This is an optimization exercise on Yosys and OpenROAD, whose aim is small area, a short achievable clock period and few clock cycles, not a production implementation.

==> inputs of v2 <==
// duration_text_to_seconds_core
module duration_text_to_seconds_core #(
  parameter int NUMBER_BITS = NUMBER_BITS_DEF
) (
  input  logic                  clk,
  input  logic                  rst_n,
  input  logic                  in_valid,
  output logic                  in_ready,
  input  logic [CHAR_BITS-1:0]  in_char_code,
  input  logic                  in_last_char,
  output logic                  out_valid,
  input  logic                  out_ready,
  output logic [TOTAL_BITS-1:0] out_total_seconds,
  output logic                  out_matched
);
==> module dtts_total, before the edit <==
module dtts_total #(
  parameter int NUMBER_BITS = NUMBER_BITS_DEF
) (
  input  logic                   clk,
  input  logic                   en,
  input  logic [OP_BITS-1:0]     op,
  input  logic [NUMBER_BITS-1:0] acc,
  output logic [TOTAL_BITS-1:0]  total
);
  logic                  s_acc1, s_acc60, s_acc3600, s_t60, s_t;
  logic [TOTAL_BITS-1:0] t_r, x, t1, t2, t3, csa_s, csa_c;
  logic                  cin;
  assign {s_acc1, s_acc60, s_acc3600, s_t60, s_t} = op;
  assign x   = TOTAL_BITS'(acc);
  assign t1  = ({TOTAL_BITS{s_acc1}}    & x)
             | ({TOTAL_BITS{s_acc60}}   & (x << 6))
             | ({TOTAL_BITS{s_acc3600}} & (x << 12))
             | ({TOTAL_BITS{s_t60}}     & (t_r << 6));
  assign t2  = ({TOTAL_BITS{s_acc60}}   & ~(x << 2))
             | ({TOTAL_BITS{s_acc3600}} & ~(x << 9))
             | ({TOTAL_BITS{s_t60}}     & ~(t_r << 2));
  assign t3  = ({TOTAL_BITS{s_acc3600}} & (x << 4))
             | ({TOTAL_BITS{s_t}}       & t_r)
             | ({TOTAL_BITS{s_t60}}     & x);
  assign cin = s_acc60 || s_acc3600 || s_t60;
  assign csa_s = t1 ^ t2 ^ t3;
  assign csa_c = (t1 & t2) | (t1 & t3) | (t2 & t3);
  always_ff @(posedge clk) begin
    if (en) t_r <= csa_s + {csa_c[TOTAL_BITS-2:0], cin};
  end
  assign total = t_r;
endmodule
==> module duration_text_to_seconds_core, before the edit <==
module duration_text_to_seconds_core #(
  parameter int NUMBER_BITS = NUMBER_BITS_DEF
) (
  input  logic                  clk,
  input  logic                  rst_n,
  input  logic                  in_valid,
  output logic                  in_ready,
  input  logic [CHAR_BITS-1:0]  in_char_code,
  input  logic                  in_last_char,
  output logic                  out_valid,
  input  logic                  out_ready,
  output logic [TOTAL_BITS-1:0] out_total_seconds,
  output logic                  out_matched
);
  logic                   a_valid_r;
  logic [1:0]             a_cls_r;
  logic [3:0]             a_nib_r;
  logic                   a_last_r;
  logic                   m_valid_r;
  logic [OP_BITS-1:0]     m_op_r;
  logic                   m_final_r;
  logic                   m_ok_r;
  logic                   o_valid_r;
  logic                   o_matched_r;
  logic                   o_free, m_go, stall, a_go, a_free;
  logic [1:0]             in_cls;
  logic [NUMBER_BITS-1:0] acc;
  logic                   p_op_valid, p_ok;
  logic [OP_BITS-1:0]     p_op;
  assign o_free = !o_valid_r || out_ready;
  assign stall  = m_valid_r && !o_free;
  assign m_go   = m_valid_r && o_free;
  assign a_go   = a_valid_r && !stall;
  assign a_free = !a_valid_r || a_go;
  assign in_ready = a_free;
  always_comb begin
    if (in_char_code == CH_SPACE || (in_char_code >= CH_TAB && in_char_code <= CH_CR))
      in_cls = CL_WS;
    else if (in_char_code >= CH_ZERO && in_char_code <= CH_NINE)
      in_cls = CL_DIGIT;
    else if (in_char_code == CH_COLON || in_char_code == CH_LC_H
             || in_char_code == CH_LC_M || in_char_code == CH_LC_S)
      in_cls = CL_SEP;
    else
      in_cls = CL_OTHER;
  end
  always_ff @(posedge clk) begin
    if (!rst_n) begin
      a_valid_r <= 1'b0;
      m_valid_r <= 1'b0;
      o_valid_r <= 1'b0;
    end else begin
      if (a_free) a_valid_r <= in_valid;
      if (!stall) m_valid_r <= a_go && p_op_valid;
      if (o_free) o_valid_r <= m_go && m_final_r;
    end
  end
  always_ff @(posedge clk) begin
    if (a_free) begin
      a_cls_r  <= in_cls;
      a_nib_r  <= in_char_code[3:0];
      a_last_r <= in_last_char;
    end
  end
  always_ff @(posedge clk) begin
    if (!stall) begin
      m_op_r    <= p_op;
      m_final_r <= a_last_r;
      m_ok_r    <= p_ok;
    end
  end
  always_ff @(posedge clk) begin
    if (m_go && m_final_r) o_matched_r <= m_ok_r;
  end
  dtts_parser #(
    .NUMBER_BITS(NUMBER_BITS)
  ) u_parser (
    .clk      (clk),
    .rst_n    (rst_n),
    .step     (a_go),
    .cls      (a_cls_r),
    .nib      (a_nib_r),
    .last_char(a_last_r),
    .acc      (acc),
    .op_valid (p_op_valid),
    .op       (p_op),
    .op_ok    (p_ok)
  );
  dtts_total #(
    .NUMBER_BITS(NUMBER_BITS)
  ) u_total (
    .clk  (clk),
    .en   (m_go),
    .op   (m_op_r),
    .acc  (acc),
    .total(out_total_seconds)
  );
  assign out_valid   = o_valid_r;
  assign out_matched = o_matched_r;
endmodule
==> module dtts_parser, before the edit <==
module dtts_parser #(
  parameter int NUMBER_BITS = NUMBER_BITS_DEF
) (
  input  logic                   clk,
  input  logic                   rst_n,
  input  logic                   step,
  input  logic [1:0]             cls,
  input  logic [3:0]             nib,
  input  logic                   last_char,
  output logic [NUMBER_BITS-1:0] acc,
  output logic                   op_valid,    
  output logic [OP_BITS-1:0]     op,
  output logic                   op_ok
);
  logic [3:0]               state_r, state_nxt;
  logic [NUMBER_BITS-1:0]   acc_r;
  logic                     ovf_r;
  logic                     is_ws, is_digit, is_sep;
  logic                     num_start, num_cont;
  logic [NUMBER_BITS-1:0]   sum;
  logic                     sum_ovf;
  logic [OP_BITS-1:0]       sep_op, end_op;
  logic                     sep_hit, end_ok;
  assign is_ws    = cls == CL_WS;
  assign is_digit = cls == CL_DIGIT;
  assign is_sep   = cls == CL_SEP;
  assign sum      = (acc_r << 3) + (acc_r << 1) + NUMBER_BITS'(nib);
  assign sum_ovf  = (acc_r > NUMBER_BITS'(214748364))
                  || (acc_r == NUMBER_BITS'(214748364) && nib[3]);
  always_comb begin
    num_start = 1'b0;
    num_cont  = 1'b0;
    case (state_r)
      G_START, G_C1, G_C2, G_H, G_HNM, G_M: num_start = 1'b1;
      G_N1, G_C1N, G_C2N, G_HN, G_HNMN, G_MN: num_cont = 1'b1;
      default: ;
    endcase
  end
  always_comb begin
    state_nxt = state_r;
    sep_hit   = 1'b0;
    sep_op    = OP_ZERO;
    if (is_ws) begin
      state_nxt = state_r;
    end else if (is_digit) begin
      case (state_r)
        G_START: state_nxt = G_N1;
        G_C1:    state_nxt = G_C1N;
        G_C2:    state_nxt = G_C2N;
        G_H:     state_nxt = G_HN;
        G_HNM:   state_nxt = G_HNMN;
        G_M:     state_nxt = G_MN;
        G_N1, G_C1N, G_C2N, G_HN, G_HNMN, G_MN: state_nxt = state_r;
        default: state_nxt = G_ERR;
      endcase
    end else if (is_sep) begin
      state_nxt = G_ERR;
      case (state_r)
        G_N1: begin
          sep_hit = 1'b1;
          case (nib[1:0])
            SP_COLON: begin sep_op = OP_ACC;     state_nxt = G_C1;   end
            SP_H:     begin sep_op = OP_ACC3600; state_nxt = G_H;    end
            SP_M:     begin sep_op = OP_ACC60;   state_nxt = G_M;    end
            default:  begin sep_op = OP_ACC;     state_nxt = G_SEND; end
          endcase
        end
        G_C1N: begin
          if (nib[1:0] == SP_COLON) begin
            sep_hit   = 1'b1;
            sep_op    = OP_T60_ACC;
            state_nxt = G_C2;
          end
        end
        G_HN: begin
          if (nib[1:0] == SP_M) begin
            sep_hit   = 1'b1;
            sep_op    = OP_T_ACC60;
            state_nxt = G_HNM;
          end else if (nib[1:0] == SP_S) begin
            sep_hit   = 1'b1;
            sep_op    = OP_T_ACC;
            state_nxt = G_SEND;
          end
        end
        G_HNMN, G_MN: begin
          if (nib[1:0] == SP_S) begin
            sep_hit   = 1'b1;
            sep_op    = OP_T_ACC;
            state_nxt = G_SEND;
          end
        end
        default: state_nxt = G_ERR;
      endcase
    end else begin
      state_nxt = G_ERR;
    end
  end
  always_comb begin
    end_ok = 1'b1;
    end_op = OP_T;
    case (state_nxt)
      G_N1:                    end_op = OP_ACC60;
      G_HN:                    end_op = OP_T_ACC60;
      G_C1N, G_C2N:            end_op = OP_T60_ACC;
      G_HNMN, G_MN:            end_op = OP_T_ACC;
      G_H, G_HNM, G_M, G_SEND: end_op = OP_T;
      default: begin
        end_ok = 1'b0;
        end_op = OP_ZERO;
      end
    endcase
  end
  assign op_valid = last_char || sep_hit;
  assign op_ok    = end_ok;
  assign op       = !last_char ? sep_op : (sep_hit && end_ok) ? sep_op : end_op;
  assign acc      = acc_r;
  always_ff @(posedge clk) begin
    if (!rst_n) begin
      state_r <= G_START;
    end else if (step) begin
      state_r <= last_char ? G_START : state_nxt;
    end
  end
  always_ff @(posedge clk) begin
    if (step && is_digit) begin
      if (num_start) begin
        acc_r <= NUMBER_BITS'(nib);
        ovf_r <= 1'b0;
      end else if (ovf_r || sum_ovf) begin
        acc_r <= '0;
        ovf_r <= 1'b1;
      end else begin
        acc_r <= sum[NUMBER_BITS-1:0];
      end
    end
  end
endmodule
export LEC_CHECK = 0
export CAP_MARGIN = 20
export CORE_MARGIN = 2
export CORE_UTILIZATION = 40
export SLEW_MARGIN = 20
create_clock -name core_clock -period 5.5 [get_ports {clk}]
run.sh (not shown) runs the stock make flow with config.mk's settings and CLKGATE_MAP_FILE= SYNTH_SCRIPT=/design/flow/synth_recipe.tcl, a recipe that flattens the netlist after the stock synthesis.
==> inputs of v36, as changes to v2 <==
--- a/flow/design.v
+++ b/flow/design.v
@@ -190,5 +190,4 @@
 ) (
   input  logic                   clk,
-  input  logic                   en,
   input  logic [OP_BITS-1:0]     op,
   input  logic [NUMBER_BITS-1:0] acc,
@@ -214,5 +213,5 @@
   assign csa_c = (t1 & t2) | (t1 & t3) | (t2 & t3);
   always_ff @(posedge clk) begin
-    if (en) t_r <= csa_s + {csa_c[TOTAL_BITS-2:0], cin};
+    t_r <= csa_s + {csa_c[TOTAL_BITS-2:0], cin};
   end
   assign total = t_r;
@@ -237,21 +236,22 @@
   logic [3:0]             a_nib_r;
   logic                   a_last_r;
-  logic                   m_valid_r;
-  logic [OP_BITS-1:0]     m_op_r;
+  logic                   m_valid_r;    
+  logic [OP_BITS-1:0]     m_op_r;       
   logic                   m_final_r;
-  logic                   m_ok_r;
+  logic [OP_BITS-1:0]     sel_r;        
   logic                   o_valid_r;
   logic                   o_matched_r;
-  logic                   o_free, m_go, stall, a_go, a_free;
+  logic                   stall, step, a_free, m_go;
+  logic                   m_valid_nxt, o_valid_nxt;
+  logic [OP_BITS-1:0]     m_op_nxt;
   logic [1:0]             in_cls;
   logic [NUMBER_BITS-1:0] acc;
   logic                   p_op_valid, p_ok;
   logic [OP_BITS-1:0]     p_op;
-  assign o_free = !o_valid_r || out_ready;
-  assign stall  = m_valid_r && !o_free;
-  assign m_go   = m_valid_r && o_free;
-  assign a_go   = a_valid_r && !stall;
-  assign a_free = !a_valid_r || a_go;
+  assign stall    = m_valid_r && o_valid_r;
+  assign step     = a_valid_r && !stall;
+  assign a_free   = !a_valid_r || !stall;
   assign in_ready = a_free;
+  assign m_go     = m_valid_r && !o_valid_r;
   always_comb begin
     if (in_char_code == CH_SPACE || (in_char_code >= CH_TAB && in_char_code <= CH_CR))
@@ -265,4 +265,7 @@
       in_cls = CL_OTHER;
   end
+  assign m_valid_nxt = stall || (step && p_op_valid);
+  assign m_op_nxt    = stall ? m_op_r : (step && p_op_valid) ? p_op : OP_T;
+  assign o_valid_nxt = o_valid_r ? !out_ready : (m_go && m_final_r);
   always_ff @(posedge clk) begin
     if (!rst_n) begin
@@ -270,8 +273,10 @@
       m_valid_r <= 1'b0;
       o_valid_r <= 1'b0;
+      sel_r     <= OP_T;
     end else begin
       if (a_free) a_valid_r <= in_valid;
-      if (!stall) m_valid_r <= a_go && p_op_valid;
-      if (o_free) o_valid_r <= m_go && m_final_r;
+      m_valid_r <= m_valid_nxt;
+      o_valid_r <= o_valid_nxt;
+      sel_r     <= (m_valid_nxt && !o_valid_nxt) ? m_op_nxt : OP_T;
     end
   end
@@ -285,11 +290,10 @@
   always_ff @(posedge clk) begin
     if (!stall) begin
-      m_op_r    <= p_op;
+      m_op_r    <= m_op_nxt;
       m_final_r <= a_last_r;
-      m_ok_r    <= p_ok;
     end
   end
   always_ff @(posedge clk) begin
-    if (m_go && m_final_r) o_matched_r <= m_ok_r;
+    if (m_go && m_final_r) o_matched_r <= m_op_r != OP_ZERO;
   end
   dtts_parser #(
@@ -298,5 +302,5 @@
     .clk      (clk),
     .rst_n    (rst_n),
-    .step     (a_go),
+    .step     (step),
     .cls      (a_cls_r),
     .nib      (a_nib_r),
@@ -311,6 +315,5 @@
   ) u_total (
     .clk  (clk),
-    .en   (m_go),
-    .op   (m_op_r),
+    .op   (sel_r),
     .acc  (acc),
     .total(out_total_seconds)
Settings changed: CORE_UTILIZATION 40 to 60.
==> inputs of v38, as changes to v2 <==
--- a/flow/design.v
+++ b/flow/design.v
@@ -53,6 +53,5 @@
   input  logic                   rst_n,
   input  logic                   step,
-  input  logic [1:0]             cls,
-  input  logic [3:0]             nib,
+  input  logic [CHAR_BITS-1:0]   char_code,
   input  logic                   last_char,
   output logic [NUMBER_BITS-1:0] acc,
@@ -61,4 +60,18 @@
   output logic                   op_ok
 );
+  logic [1:0]               cls;
+  logic [3:0]               nib;
+  always_comb begin
+    if (char_code == CH_SPACE || (char_code >= CH_TAB && char_code <= CH_CR))
+      cls = CL_WS;
+    else if (char_code >= CH_ZERO && char_code <= CH_NINE)
+      cls = CL_DIGIT;
+    else if (char_code == CH_COLON || char_code == CH_LC_H
+             || char_code == CH_LC_M || char_code == CH_LC_S)
+      cls = CL_SEP;
+    else
+      cls = CL_OTHER;
+  end
+  assign nib = char_code[3:0];
   logic [3:0]               state_r, state_nxt;
   logic [NUMBER_BITS-1:0]   acc_r;
@@ -190,5 +203,4 @@
 ) (
   input  logic                   clk,
-  input  logic                   en,
   input  logic [OP_BITS-1:0]     op,
   input  logic [NUMBER_BITS-1:0] acc,
@@ -214,5 +226,5 @@
   assign csa_c = (t1 & t2) | (t1 & t3) | (t2 & t3);
   always_ff @(posedge clk) begin
-    if (en) t_r <= csa_s + {csa_c[TOTAL_BITS-2:0], cin};
+    t_r <= csa_s + {csa_c[TOTAL_BITS-2:0], cin};
   end
   assign total = t_r;
@@ -233,63 +245,37 @@
   output logic                  out_matched
 );
-  logic                   a_valid_r;
-  logic [1:0]             a_cls_r;
-  logic [3:0]             a_nib_r;
-  logic                   a_last_r;
-  logic                   m_valid_r;
-  logic [OP_BITS-1:0]     m_op_r;
+  logic                   m_valid_r;    
+  logic [OP_BITS-1:0]     m_op_r;       
   logic                   m_final_r;
-  logic                   m_ok_r;
   logic                   o_valid_r;
   logic                   o_matched_r;
-  logic                   o_free, m_go, stall, a_go, a_free;
-  logic [1:0]             in_cls;
+  logic                   stall, step, m_go;
+  logic [OP_BITS-1:0]     op_now;
   logic [NUMBER_BITS-1:0] acc;
   logic                   p_op_valid, p_ok;
   logic [OP_BITS-1:0]     p_op;
-  assign o_free = !o_valid_r || out_ready;
-  assign stall  = m_valid_r && !o_free;
-  assign m_go   = m_valid_r && o_free;
-  assign a_go   = a_valid_r && !stall;
-  assign a_free = !a_valid_r || a_go;
-  assign in_ready = a_free;
-  always_comb begin
-    if (in_char_code == CH_SPACE || (in_char_code >= CH_TAB && in_char_code <= CH_CR))
-      in_cls = CL_WS;
-    else if (in_char_code >= CH_ZERO && in_char_code <= CH_NINE)
-      in_cls = CL_DIGIT;
-    else if (in_char_code == CH_COLON || in_char_code == CH_LC_H
-             || in_char_code == CH_LC_M || in_char_code == CH_LC_S)
-      in_cls = CL_SEP;
-    else
-      in_cls = CL_OTHER;
-  end
+  assign stall    = m_valid_r && o_valid_r;
+  assign in_ready = !stall;
+  assign step     = in_valid && !stall;
+  assign m_go     = m_valid_r && !o_valid_r;
+  assign op_now   = o_valid_r ? OP_T : m_op_r;
   always_ff @(posedge clk) begin
     if (!rst_n) begin
-      a_valid_r <= 1'b0;
       m_valid_r <= 1'b0;
       o_valid_r <= 1'b0;
     end else begin
-      if (a_free) a_valid_r <= in_valid;
-      if (!stall) m_valid_r <= a_go && p_op_valid;
-      if (o_free) o_valid_r <= m_go && m_final_r;
-    end
-  end
-  always_ff @(posedge clk) begin
-    if (a_free) begin
-      a_cls_r  <= in_cls;
-      a_nib_r  <= in_char_code[3:0];
-      a_last_r <= in_last_char;
+      if (!stall) m_valid_r <= step && p_op_valid;
+      if (o_valid_r) o_valid_r <= !out_ready;
+      else           o_valid_r <= m_go && m_final_r;
     end
   end
   always_ff @(posedge clk) begin
     if (!stall) begin
-      m_op_r    <= p_op;
-      m_final_r <= a_last_r;
-      m_ok_r    <= p_ok;
+      m_op_r    <= (step && p_op_valid) ? p_op : OP_T;
+      m_final_r <= in_last_char;
     end
   end
   always_ff @(posedge clk) begin
-    if (m_go && m_final_r) o_matched_r <= m_ok_r;
+    if (m_go && m_final_r) o_matched_r <= m_op_r != OP_ZERO;
   end
   dtts_parser #(
@@ -298,8 +284,7 @@
     .clk      (clk),
     .rst_n    (rst_n),
-    .step     (a_go),
-    .cls      (a_cls_r),
-    .nib      (a_nib_r),
-    .last_char(a_last_r),
+    .step     (step),
+    .char_code(in_char_code),
+    .last_char(in_last_char),
     .acc      (acc),
     .op_valid (p_op_valid),
@@ -311,6 +296,5 @@
   ) u_total (
     .clk  (clk),
-    .en   (m_go),
-    .op   (m_op_r),
+    .op   (op_now),
     .acc  (acc),
     .total(out_total_seconds)
==> inputs of v27, as changes to v2 <==
--- a/flow/design.v
+++ b/flow/design.v
@@ -190,5 +190,4 @@
 ) (
   input  logic                   clk,
-  input  logic                   en,
   input  logic [OP_BITS-1:0]     op,
   input  logic [NUMBER_BITS-1:0] acc,
@@ -214,5 +213,5 @@
   assign csa_c = (t1 & t2) | (t1 & t3) | (t2 & t3);
   always_ff @(posedge clk) begin
-    if (en) t_r <= csa_s + {csa_c[TOTAL_BITS-2:0], cin};
+    t_r <= csa_s + {csa_c[TOTAL_BITS-2:0], cin};
   end
   assign total = t_r;
@@ -237,21 +236,22 @@
   logic [3:0]             a_nib_r;
   logic                   a_last_r;
-  logic                   m_valid_r;
-  logic [OP_BITS-1:0]     m_op_r;
+  logic                   m_valid_r;    
+  logic [OP_BITS-1:0]     m_op_r;       
   logic                   m_final_r;
-  logic                   m_ok_r;
+  logic [OP_BITS-1:0]     sel_r;        
   logic                   o_valid_r;
   logic                   o_matched_r;
-  logic                   o_free, m_go, stall, a_go, a_free;
+  logic                   stall, step, a_free, m_go;
+  logic                   m_valid_nxt, o_valid_nxt;
+  logic [OP_BITS-1:0]     m_op_nxt;
   logic [1:0]             in_cls;
   logic [NUMBER_BITS-1:0] acc;
   logic                   p_op_valid, p_ok;
   logic [OP_BITS-1:0]     p_op;
-  assign o_free = !o_valid_r || out_ready;
-  assign stall  = m_valid_r && !o_free;
-  assign m_go   = m_valid_r && o_free;
-  assign a_go   = a_valid_r && !stall;
-  assign a_free = !a_valid_r || a_go;
+  assign stall    = m_valid_r && o_valid_r;
+  assign step     = a_valid_r && !stall;
+  assign a_free   = !a_valid_r || !stall;
   assign in_ready = a_free;
+  assign m_go     = m_valid_r && !o_valid_r;
   always_comb begin
     if (in_char_code == CH_SPACE || (in_char_code >= CH_TAB && in_char_code <= CH_CR))
@@ -265,4 +265,7 @@
       in_cls = CL_OTHER;
   end
+  assign m_valid_nxt = stall || (step && p_op_valid);
+  assign m_op_nxt    = stall ? m_op_r : (step && p_op_valid) ? p_op : OP_T;
+  assign o_valid_nxt = o_valid_r ? !out_ready : (m_go && m_final_r);
   always_ff @(posedge clk) begin
     if (!rst_n) begin
@@ -270,8 +273,10 @@
       m_valid_r <= 1'b0;
       o_valid_r <= 1'b0;
+      sel_r     <= OP_T;
     end else begin
       if (a_free) a_valid_r <= in_valid;
-      if (!stall) m_valid_r <= a_go && p_op_valid;
-      if (o_free) o_valid_r <= m_go && m_final_r;
+      m_valid_r <= m_valid_nxt;
+      o_valid_r <= o_valid_nxt;
+      sel_r     <= (m_valid_nxt && !o_valid_nxt) ? m_op_nxt : OP_T;
     end
   end
@@ -285,11 +290,10 @@
   always_ff @(posedge clk) begin
     if (!stall) begin
-      m_op_r    <= p_op;
+      m_op_r    <= m_op_nxt;
       m_final_r <= a_last_r;
-      m_ok_r    <= p_ok;
     end
   end
   always_ff @(posedge clk) begin
-    if (m_go && m_final_r) o_matched_r <= m_ok_r;
+    if (m_go && m_final_r) o_matched_r <= m_op_r != OP_ZERO;
   end
   dtts_parser #(
@@ -298,5 +302,5 @@
     .clk      (clk),
     .rst_n    (rst_n),
-    .step     (a_go),
+    .step     (step),
     .cls      (a_cls_r),
     .nib      (a_nib_r),
@@ -311,6 +315,5 @@
   ) u_total (
     .clk  (clk),
-    .en   (m_go),
-    .op   (m_op_r),
+    .op   (sel_r),
     .acc  (acc),
     .total(out_total_seconds)
==> reports/metrics.cfg <==
[layout]
finalNonFillerCells = 1559
ff_latch_area_mm2 = 0.00250

[critical_path]
startpoint = sel_r[4]

[outcome]
status = complete, no violations

[synth]
synthTopCellsByCount = nand2_1, ha_1, inv_1

[power_and_ir_drop]
ir_worst_vdd_uv = 144

That was v27.
==> reports/metrics.cfg <==
[outcome]
status = complete, no violations

[layout]
finalNonFillerCells = 1593
ff_latch_area_mm2 = 0.00286

[critical_path]
startpoint = m_op_r[2]

[synth]
synth-compound-area-share = 0.276
synthTopCellsByCount = nand2_1, ha_1, edfxtp_1

[power_and_ir_drop]
ir_worst_vdd_uv = 117

That was v2.
==> reports/metrics.cfg <==
[critical_path]
startpoint = o_valid_r

[layout]
finalNonFillerCells = 1571
ff_latch_area_mm2 = 0.00217

[synth]
synth-edff-count = 39
synthTopCellsByCount = nand2_1, ha_1, a21oi_1, nor2_1, o21ai_0

[drt]
drc_errors = 0

[outcome]
status = complete, no violations

That was v38.
==> reports/metrics.cfg <==
[layout]
ff_latch_area_mm2 = 0.00250
non_clock_inverter_count = 84

[sta]
fin_crit_sh = 0.899

[outcome]
status = complete, no violations

[global_routing]
grt_use_met1 = 0.452

[critical_path]
startpoint = sel_r[2]

[power_and_ir_drop]
ir_worst_vdd_uv = 291

[synth]
synth_fp_nets = 1391

That was v36.
No functional check of the RTL was part of any run of this note.

re-timing with driven ports:
In the flow no input, the clock included, has a driving cell. The finished layouts below were timed again as built, in two steps. Step 1, drivers: a clkbuf_16 drives clk and a buf_2 each remaining input, both assumed. Step 2 moves the port delays by t, midway between the first and last clock arrival at a register: inputs arrive t later, outputs are due t later. That takes back most of the time a late clock gives input paths. Three values: ideal ports, drivers, drivers and shift; two values: the first two.
run | t (ns) | slack for setup (ns) | worst data-port slew with drivers (ns)
v2 | 0.417 | 0.766 / 0.766 / 0.766 | 0.03
v36 | 0.407 | 0.557 / 0.557 / 0.557 | 0.03
v38 | 0.402 | 0.585 / 0.585 / 0.585 | 0.03
v27 | 0.409 | 0.765 / 0.765 / 0.765 | 0.03
After both steps setup and hold are still met in every run listed.
